From an optimization exercise on the open Yosys and OpenROAD flow, aimed at small area, a short achievable clock period and few clock cycles per item; shortcuts taken in it are not production practice.
In this exercise RTL edits were held to simulation tests only and were not proved equivalent to the original.
No activity file was given, so power comes from the tool's default toggle rates.

sierra:
## cm_top
module cm_top #(
    parameter logic [31:0] RF_BADDR = 32'd0      
) (
    input  wire         clk,
    input  wire         rst_n,
    input  wire  [31:0] rf_addr,
    input  wire         rf_wr,
    input  wire  [31:0] rf_cfg,
    output logic [31:0] rf_sts,
    output logic        mem_ce,
    output logic        mem_we,
    output logic [31:0] mem_addr,
    output logic [7:0]  mem_wr_data,
    input  wire  [7:0]  mem_rd_data
);
    logic sel_op1, sel_op2, sel_res, sel_nop, sel_start, sel_sts;
    assign sel_op1   = rf_wr & (rf_addr == RF_BADDR + 32'd0);
    assign sel_op2   = rf_wr & (rf_addr == RF_BADDR + 32'd1);
    assign sel_res   = rf_wr & (rf_addr == RF_BADDR + 32'd2);
    assign sel_nop   = rf_wr & (rf_addr == RF_BADDR + 32'd3);
    assign sel_start = rf_wr & (rf_addr == RF_BADDR + 32'd4);
    assign sel_sts   = rf_wr & (rf_addr == RF_BADDR + 32'd5);
    logic        running;        
    logic        done_q;         
    logic [10:1] s;              
    logic        first;          
    logic        cv;             
    logic        last;           
    logic        rot;            
    logic        rz;             
    logic        ait;            
    logic        bit_q;          
    logic        b0;             
    logic [31:0] rd_cnt;         
    logic [31:0] nop_q;
    logic        go, pend, finish;
    logic        r_n, f_n, l_n;
    logic [10:1] s_n;
    assign go     = sel_start & rf_cfg[0] & ~running;
    assign pend   = s[10];                                     
  ...
Settings: LEC_CHECK=0, CAP_MARGIN=20, CORE_MARGIN=2, CORE_UTILIZATION=40, PLACE_DENSITY=0.6, SETUP_SLACK_MARGIN=2.6, SLEW_MARGIN=20; clock period 5.0 ns.
standard.sh (not shown) runs the stock make flow with config.mk's settings and CLKGATE_MAP_FILE= SYNTH_SCRIPT=/design/flow/synth_recipe.tcl, a recipe that flattens the netlist after the stock synthesis.
==> flow/flow/run.sh <==
#!/bin/bash
# Standard layout, with plain buffers (instead of delay buffers) on the ports
# and a clock tree without dummy loads.
export BUFFER_PORTS_ARGS="-buffer_cell sky130_fd_sc_hd__buf_2"
export CTS_ARGS="-sink_clustering_enable -repair_clock_nets -dont_use_dummy_load"
bash standard.sh > standard.log 2>&1
Testbench counts of sierra, summed over its fixed seeds: cycles 15,449, ops 1,445.
#### Input delta (indigo over sierra)
- SETUP_SLACK_MARGIN changed from 2.6 to 2.45
==> flow/flow/run.sh <==
#!/bin/bash
# Standard layout, with plain buffers (instead of delay buffers) on the ports
# and a clock tree of small buffers without dummy loads.
export BUFFER_PORTS_ARGS="-buffer_cell sky130_fd_sc_hd__buf_2"
export CTS_ARGS="-sink_clustering_enable -repair_clock_nets -dont_use_dummy_load -buf_list {sky130_fd_sc_hd__clkbuf_4 sky130_fd_sc_hd__clkbuf_8}"
bash standard.sh > standard.log 2>&1
--- outcome ---
Library cell contributing the largest single delay on the critical path: sky130_fd_sc_hd__or4_4 -> sierra, sky130_fd_sc_hd__mux2_4 -> indigo
First-pass GRT wire length | indigo below sierra
On number of different library cells in the post-synthesis netlist, sierra tracks indigo almost exactly.
Compared to sierra, indigo has power in combinational cells about 2.7% higher.
### indigo -> willow
==> flow/flow/run.sh <==
#!/bin/bash
# Standard layout, with plain buffers (instead of delay buffers) on the ports
# and a clock tree without dummy loads.
export BUFFER_PORTS_ARGS="-buffer_cell sky130_fd_sc_hd__buf_2"
export CTS_ARGS="-sink_clustering_enable -repair_clock_nets -dont_use_dummy_load"
bash standard.sh > standard.log 2>&1
### Flow results
Part of the total power dissipated in the clock network | willow above indigo
The run showing the greater area growth from synthesis to final layout is willow.
Changes observed in willow relative to indigo: routed wire length per instance shows an increase of 0.65%, power density over the cells shows an increase of 3.6%.
Summary — sequential share of layout area, willow relative to indigo: lower, by 0.25 points.
Summary: with indigo as the reference, overall power after layout in willow moved up by a few percent.
Changes in raven relative to willow:
- SETUP_SLACK_MARGIN now 2.35, was 2.45
Re non-clock buffer count: raven and willow aren't equal, and the higher value belongs to willow. Taking willow as the reference point, the maximum frequency of raven falls by 4.1%. Delta (raven minus willow): register share of the cell area higher, detailed-route wire length roughly the same, share of final-layout standard cells stronger than drive strength 1 lower.

[afterwards: timing with drivers on the ports]
No port has a modelled driver above. Below, the same layouts with a new extraction and two added sets of constraints. Step 1 sets driving cells, clkbuf_16 on the clock port and buf_2 on the other inputs (assumed; they add their load-dependent delay and slew). Step 2 moves the port delays by t, midway between the first and last clock arrival at a register: inputs arrive t later, outputs are due t later. That takes back most of the time a late clock gives input paths. Three values: ideal ports, drivers, drivers and shift; two values: the first two.
run	shift t [ns]	setup slack, ns	worst setup path after step 2	latest minus earliest clock arrival (ns)	slew at the worst register clock pin (ns)
sierra	0.591	2.544 / 2.544 / 2.136	input to register	0.031 / 0.032	0.06 / 0.06
indigo	0.584	2.541 / 2.559 / 1.981	input to register	0.058 / 0.058	0.06 / 0.06
willow	0.587	2.532 / 2.547 / 1.968	input to register	0.031 / 0.031	0.06 / 0.06
raven	0.536	2.427 / 2.457 / 1.921	input to register	0.040 / 0.040	0.06 / 0.06
After both steps setup and hold are still met in every run listed. The setup slack of willow, which loses most, moves by +0.015 ns with the drivers and by -0.564 ns with both steps.
